Background: an optimization exercise with open tools, aiming at small area. Do not read the settings as production practice. The RTL was checked by simulation tests, not by an equivalence proof against the original design. No activity file was given, so power comes from the tool's default toggle rates.

## lane 1
// fp_mult_unit
module fp_mult_unit
(
    input  logic                clk,
    input  logic                rst_n,
    input  logic                clk_en,
    input  logic                start,
    input  logic [FP_WIDTH-1:0] dataa,
    input  logic [FP_WIDTH-1:0] datab,
    output logic [FP_WIDTH-1:0] result,
    output logic                done,
    output logic                busy
);
export LEC_CHECK = 0
export ABC_AREA = 1
export CAP_MARGIN = 20
export CORE_MARGIN = 2
export CORE_UTILIZATION = 60
export CTS_BUF_LIST = sky130_fd_sc_hd__clkbuf_8
export PLACE_DENSITY = 0.75
export SLEW_MARGIN = 20
create_clock -name core_clock -period 12.0 [get_ports {clk}]
standard.sh (not shown) runs the stock make flow with config.mk's settings and CLKGATE_MAP_FILE= SYNTH_SCRIPT=/design/flow/synth_recipe.tcl, a recipe that flattens the netlist after the stock synthesis.
==> flow/flow/run.sh <==
#!/bin/bash
# Standard ORFS layout with two changes:
#  - synthesis maps logic with an area-only ABC script (flow/abc_area.script):
#    no timing-driven buffering or upsizing; the resizer repairs later steps;
#  - port buffers use the smallest buffer cell.
# Registers, power grid, taps and constraints are the standard flow's.
set -euo pipefail
W=$PWD
cat > "$W/my_synth.tcl" <<EOT
proc abc {args} {
  set i [lsearch -exact \$args -script]
  if {\$i >= 0} { lset args [expr {\$i + 1}] $W/flow/abc_area.script }
  yosys abc {*}\$args
}
source $W/synth_recipe.tcl
EOT
export BUFFER_PORTS_ARGS="-buffer_cell sky130_fd_sc_hd__buf_1"
export CTS_ARGS="-sink_clustering_enable -repair_clock_nets -buf_list sky130_fd_sc_hd__clkbuf_8 -dont_use_dummy_load"
bash standard.sh SYNTH_SCRIPT="$W/my_synth.tcl" finish > make_finish.log 2>&1
==> flow/flow/abc_area.script <==
strash
dc2
dch -f
map -a
mfs
strash
dch -f
amap
topo
#### Input delta (lane 2 over lane 1)
--- a/flow/flow/run.sh
+++ b/flow/flow/run.sh
@@ -17,3 +17,3 @@
 export BUFFER_PORTS_ARGS="-buffer_cell sky130_fd_sc_hd__buf_1"
 export CTS_ARGS="-sink_clustering_enable -repair_clock_nets -buf_list sky130_fd_sc_hd__clkbuf_8 -dont_use_dummy_load"
-bash standard.sh SYNTH_SCRIPT="$W/my_synth.tcl" finish > make_finish.log 2>&1
+bash standard.sh SYNTH_SCRIPT="$W/my_synth.tcl" SYNTH_INSBUF=0 finish > make_finish.log 2>&1
Results
Mean number of vias per cell in lane 2 is 0.022 lower than in lane 1
Per the comparison of lane 2 with lane 1, share of total power in sequential cells -0.2 points; clock buffer and inverter area fraction after layout ~0 delta; horizontal die dimension -1.8 um; non-clock buffer total of the final layout -about 0.9%; clock skew ~0 delta.
Input changes introduced in lane 3 (baseline for comparison: lane 2):
--- a/flow/config.mk
+++ b/flow/config.mk
@@ -11,4 +11,5 @@
 export CORE_UTILIZATION = 60
 export CTS_BUF_LIST = sky130_fd_sc_hd__clkbuf_8
+export GPL_TIMING_DRIVEN = 0
 export PLACE_DENSITY = 0.75
 export SLEW_MARGIN = 20
==> results.txt <==
- Every run (lane 2 and lane 3) finished clean.
- Cell count sits lower in lane 3 than in lane 2.
- Summary of lane 3 over lane 2: met2 wire length went up by about 5%; maximum clock rate held; utilization picked up an extra 0.20 points; cell area shows no meaningful change; global-route met2 utilization climbed 1.4 points.
- Looking at net count reported at finish, lane 3 sits below lane 2.
- Lane 3: number of fill cells in the layout is about 1.5% lower than what lane 2 reported.
- Between lane 2 and lane 3, the difference in flip-flop and latch count is negligible.

========
== v57 ==
The RTL this note starts from:
==> flow/design.v <==
package fp_pkg;
    localparam int unsigned FP_WIDTH   = 32;
    localparam int unsigned EXP_WIDTH  = 8;
    localparam int unsigned MAN_WIDTH  = 23;
    localparam int unsigned SIG_WIDTH  = MAN_WIDTH + 1;    
    localparam int unsigned RND_WIDTH  = SIG_WIDTH + 1;    
    localparam int unsigned PROD_WIDTH = 2 * SIG_WIDTH;
    localparam int unsigned EXPI_WIDTH = 10;               
    localparam int unsigned BIAS       = 127;
    localparam logic [FP_WIDTH-1:0] QNAN = 32'h7FC0_0000;
    typedef enum logic [1:0] {
        FP_ZERO,
        FP_NORM,
        FP_INF,
        FP_NAN
    } fp_class_e;
    typedef enum logic [2:0] {
        S_IDLE,
        S_UNPACK,
        S_MULT,
        S_NORM,
        S_PACK
    } state_e;
    typedef struct packed {
        logic                 sign;
        logic [EXP_WIDTH-1:0] exp;
        logic [SIG_WIDTH-1:0] man;
        fp_class_e            cls;
    } fp_unpacked_t;
endpackage
import fp_pkg::*;
module fp_classify
(
    input  logic [FP_WIDTH-1:0] op,
    output fp_pkg::fp_unpacked_t unp
);
    logic [EXP_WIDTH-1:0] exp_c;
    logic [MAN_WIDTH-1:0] frac_c;
    assign exp_c  = op[FP_WIDTH-2 -: EXP_WIDTH];
    assign frac_c = op[MAN_WIDTH-1:0];
    always_comb begin
        unp.sign = op[FP_WIDTH-1];
        unp.exp  = exp_c;
        unp.man  = {1'b1, frac_c};
        unp.cls  = FP_NORM;
        if (exp_c == '0) begin
            unp.cls = FP_ZERO;
            unp.man = '0;
        end else if (&exp_c) begin
            unp.cls = (frac_c != '0) ? FP_NAN : FP_INF;
        end
    end
endmodule
import fp_pkg::*;
module fp_mult_unit
(
    input  logic                clk,
    input  logic                rst_n,
    input  logic                clk_en,
    input  logic                start,
    input  logic [FP_WIDTH-1:0] dataa,
    input  logic [FP_WIDTH-1:0] datab,
    output logic [FP_WIDTH-1:0] result,
    output logic                done,
    output logic                busy
);
    localparam logic [4:0] C_LOAD = 5'd8;
    localparam logic [4:0] C_PACK = 5'd2;
    localparam logic [4:0] C_DONE = 5'd3;
    logic                 busy_q, done_q;    
    logic [4:0]           cnt_q;
    logic [MAN_WIDTH-1:0] mc_q;         
    logic [MAN_WIDTH-1:0] mp_q;         
    logic [SIG_WIDTH-1:0] acc_q;        
    logic                 stx_q;        
    logic                 g_q, r_q, st_q;
    logic [8:0]           e_q;          
    logic                 s_q;          
    logic                 nan_q;
    logic [7:0] ea, eb;
    logic       a_z, b_z, a_ff, b_ff, a_fnz, b_fnz, nan_c;
    assign ea    = dataa[30:23];
    assign eb    = datab[30:23];
    assign a_z   = ~|ea;
    assign b_z   = ~|eb;
    assign a_ff  = &ea;
    assign b_ff  = &eb;
    assign a_fnz = |dataa[22:0];
    assign b_fnz = |datab[22:0];
    assign nan_c = (a_ff & a_fnz) | (b_ff & b_fnz) | (a_ff & b_z) | (a_z & b_ff);
    logic       accept;
    logic [7:0] xa, xb;
    logic [8:0] esum;
    logic [8:0] ec;
    assign xa    = accept ? ea : e_q[7:0];
    assign xb    = accept ? eb : 8'd0;
    assign ec[0] = 1'b1;
    genvar k;
    generate
        for (k = 0; k < 8; k++) begin : g_eadd
            assign esum[k]  = xa[k] ^ xb[k] ^ ec[k];
            assign ec[k+1]  = (xa[k] & xb[k]) | (ec[k] & (xa[k] ^ xb[k]));
        end
    endgenerate
    assign esum[8] = (e_q[8] & ~accept) ^ ec[8];
    logic [8:0] eload;
    always_comb begin
        if (accept & (a_ff | b_ff))     eload = 9'h180;    
        else if (accept & (a_z | b_z))  eload = 9'h000;    
        else                            eload = esum;
    end
    logic run, mul, last, norm, pack;
    assign accept = clk_en & start & (~busy_q | done_q);
    assign done_q = busy_q & (cnt_q == C_DONE);
    assign run    = clk_en & busy_q & ~done_q;
    assign mul    = cnt_q[4] | cnt_q[3];                           
    assign last   = &cnt_q;
    assign norm   = (cnt_q[4:1] == 4'b0000) & acc_q[SIG_WIDTH-1];    
    assign pack   = (cnt_q == C_PACK);
    logic                 b_bit;
    logic                 p23, rbl, rnd, cin;
    logic [SIG_WIDTH-1:0] addend;
    logic [SIG_WIDTH:0]   t;
    logic [SIG_WIDTH:0]   c;
    assign g_q    = mp_q[MAN_WIDTH-1];
    assign r_q    = mp_q[MAN_WIDTH-2];
    assign st_q   = stx_q;
    assign b_bit  = last | mp_q[0];
    assign addend = (mul & b_bit) ? {1'b1, mc_q} : '0;
    assign p23    = acc_q[0] ^ mc_q[0];
    assign rbl    = g_q & (p23 | r_q | st_q);
    assign rnd    = g_q & ~r_q & (st_q | acc_q[0]);
    assign cin    = last ? rbl : (~mul & rnd);
    assign c[0] = cin;
    generate
        for (k = 0; k < SIG_WIDTH; k++) begin : g_add
            assign t[k]   = acc_q[k] ^ addend[k] ^ c[k];
            assign c[k+1] = (acc_q[k] & addend[k]) | (c[k] & (acc_q[k] ^ addend[k]));
        end
    endgenerate
    assign t[SIG_WIDTH] = c[SIG_WIDTH];
    logic step;         
    assign step = mul | norm;
    logic ovf, unf, clr;
    assign ovf = e_q[8] & (e_q[7] | (&e_q[6:0]));
    assign unf = ~e_q[8] & (~e_q[7] | ~|e_q[6:0]);
    assign clr = ovf | unf;           
    always_ff @(posedge clk or negedge rst_n) begin
        if (!rst_n) begin
            busy_q <= 1'b0;
        end else if (clk_en) begin
            if (accept)      busy_q <= 1'b1;
            else if (done_q) busy_q <= 1'b0;
        end
    end
    always_ff @(posedge clk) begin
        if (accept) e_q <= eload;
        if (accept) begin
            cnt_q <= C_LOAD;
            mc_q  <= datab[22:0];
            mp_q  <= dataa[22:0];
            acc_q <= '0;
            s_q   <= (dataa[31] ^ datab[31]) & ~nan_c;
            nan_q <= nan_c;
        end else if (run) begin
            cnt_q <= cnt_q + 5'd1;
            if (step) begin
                acc_q <= t[SIG_WIDTH:1];
                mp_q  <= {t[0], mp_q[MAN_WIDTH-1:1]};
                stx_q <= (cnt_q[4:1] != 4'b0100) & (stx_q | r_q);
            end else if (pack & clr) begin
                acc_q <= {2'b00, nan_q, 21'd0};
                mp_q[MAN_WIDTH-1] <= 1'b0;
            end
            if (norm) e_q <= eload;
        end
    end
    assign result = {s_q, ovf ? 8'hFF : unf ? 8'h00 : {~e_q[7], e_q[6:0]},
                     acc_q[21:0], g_q};
    assign done   = done_q;
    assign busy   = busy_q;
endmodule
==> flow/config.mk <==
export PLATFORM = sky130hd
export DESIGN_NAME = fp_mult_unit
export DESIGN_NICKNAME = fp_mult_unit
export VERILOG_FILES = /design/flow/design.v
export SDC_FILE = /design/flow/constraint.sdc
export NUM_CORES = 4
export LEC_CHECK = 0
export ABC_AREA = 1
export CAP_MARGIN = 0
export CORE_MARGIN = 2
export CORE_UTILIZATION = 60
export CTS_BUF_LIST = sky130_fd_sc_hd__clkbuf_8
export PLACE_DENSITY = 0.75
export SLEW_MARGIN = 0
==> flow/constraint.sdc <==
create_clock -name core_clock -period 12.0 [get_ports {clk}]
set_input_delay 2.4000 -clock core_clock [delete_from_list [all_inputs] [get_ports {clk}]]
set_output_delay 2.4000 -clock core_clock [all_outputs]
set_load 0.01 [all_outputs]
==> flow/flow/run.sh <==
#!/bin/bash
# Standard ORFS layout with two changes:
#  - synthesis maps logic with an area-only ABC script (flow/abc_area.script):
#    no timing-driven buffering or upsizing; the resizer repairs later steps;
#  - port buffers use the smallest buffer cell.
# Registers, power grid, taps and constraints are the standard flow's.
set -euo pipefail
W=$PWD
cat > "$W/my_synth.tcl" <<EOT
proc abc {args} {
  set i [lsearch -exact \$args -script]
  if {\$i >= 0} { lset args [expr {\$i + 1}] $W/flow/abc_area.script }
  yosys abc {*}\$args
}
source $W/synth_recipe.tcl
EOT
export BUFFER_PORTS_ARGS="-buffer_cell sky130_fd_sc_hd__buf_1"
export CTS_ARGS="-sink_clustering_enable -repair_clock_nets -buf_list sky130_fd_sc_hd__clkbuf_8 -dont_use_dummy_load"
bash standard.sh SYNTH_SCRIPT="$W/my_synth.tcl" finish > make_finish.log 2>&1
==> flow/flow/abc_area.script <==
strash
dc2
dch -f
map -a
strash
dch -f
amap
topo
diff inputs: v57 => v42
- swapping 0 for 20 in SLEW_MARGIN
- swapping 60 for 80 in CORE_UTILIZATION
- swapping 0 for 20 in CAP_MARGIN
- swapping 0.75 for 0.9 in PLACE_DENSITY
Notes after the runs:
- Each of the runs, namely v42 and v57, reached the end of the flow and came out clean.
- v42 vs v57 on multi-input gate share of total cell area: v42 is the higher one.
- Number of rows created at floorplan was lower in v42 than in v57.
- The utilization of v42 is higher than that of v57.
- Compared with v57, v42 shows a higher relative contribution of combinational cells to total power.
- v42 -> v57: number of input and output port buffers inserted delta 0, exact match
- Cell area went down slightly going from v57 to v42.
- v57 -> v42: pin count of the biggest net entering global routing increased by more than half
- v42 ended up with a higher met3 routed wirelength than v57 did.
- In v42 the wire length of the first global-routing pass turned out 15% higher than in v57.
Input changes introduced in v11 (baseline for comparison: v42):
- PLACE_DENSITY: 0.9 -> 0.75
- CORE_UTILIZATION: 80 -> 60
Results
- Combinational share of power delta for v11 relative to v42: 1.6 points lower
- Comparing v11 and v42, signed area change from the synthesized netlist to the final layout is lower on v42.
- Ratio of final minimum period to clock period was lower in v11 than in v42.
- Run comparison: v11 power group with the largest share registers; v42 power group with the largest share combinational logic
- Switching power summed over all nets sits lower in v11 than in v42.
- v11 ends up with a clock latency at the later pin of the worst-skew pair that is 0.02 ns lower than in v42.
- v42 consumes more power than v11.
- Delta (v11 minus v42): cell area shows an increase of about 0.6%; power consumed by the clock network level; setup slack went up 0.035 ns; first-pass GRT wire length moved down.
- v11 vs v42 — power per standard cell area dropped by a few percent

==> port drivers added, routing unchanged <==
The results above use ideal ports. As a check the final layouts listed here were re-extracted and re-timed, cells and wires unchanged. Step 1: set_driving_cell puts a clkbuf_16 on clk and a buf_2 on each other input, an assumption about the parent block. Step 2 moves the port delays by t, midway between the first and last clock arrival at a register: inputs arrive t later, outputs are due t later. That takes back most of the time a late clock gives input paths. Slacks: no drivers / after step 1 / after step 2; pairs: no drivers / after step 1.
run | t, ns | setup WS [ns] | worst hold slack (ns)
lane 1 | 0.367 | 0.513 / 0.513 / 0.513 | 0.480 / 0.480 / 0.480
lane 2 | 0.373 | 0.468 / 0.468 / 0.468 | 0.479 / 0.479 / 0.479
lane 3 | 0.369 | 0.475 / 0.475 / 0.475 | 0.482 / 0.482 / 0.482
v57 | 0.372 | 0.520 / 0.520 / 0.520 | 0.475 / 0.475 / 0.475
v42 | 0.386 | 0.485 / 0.485 / 0.485 | 0.478 / 0.478 / 0.478
v11 | 0.372 | 0.520 / 0.520 / 0.520 | 0.475 / 0.475 / 0.475
After both steps every run listed still meets setup and hold.
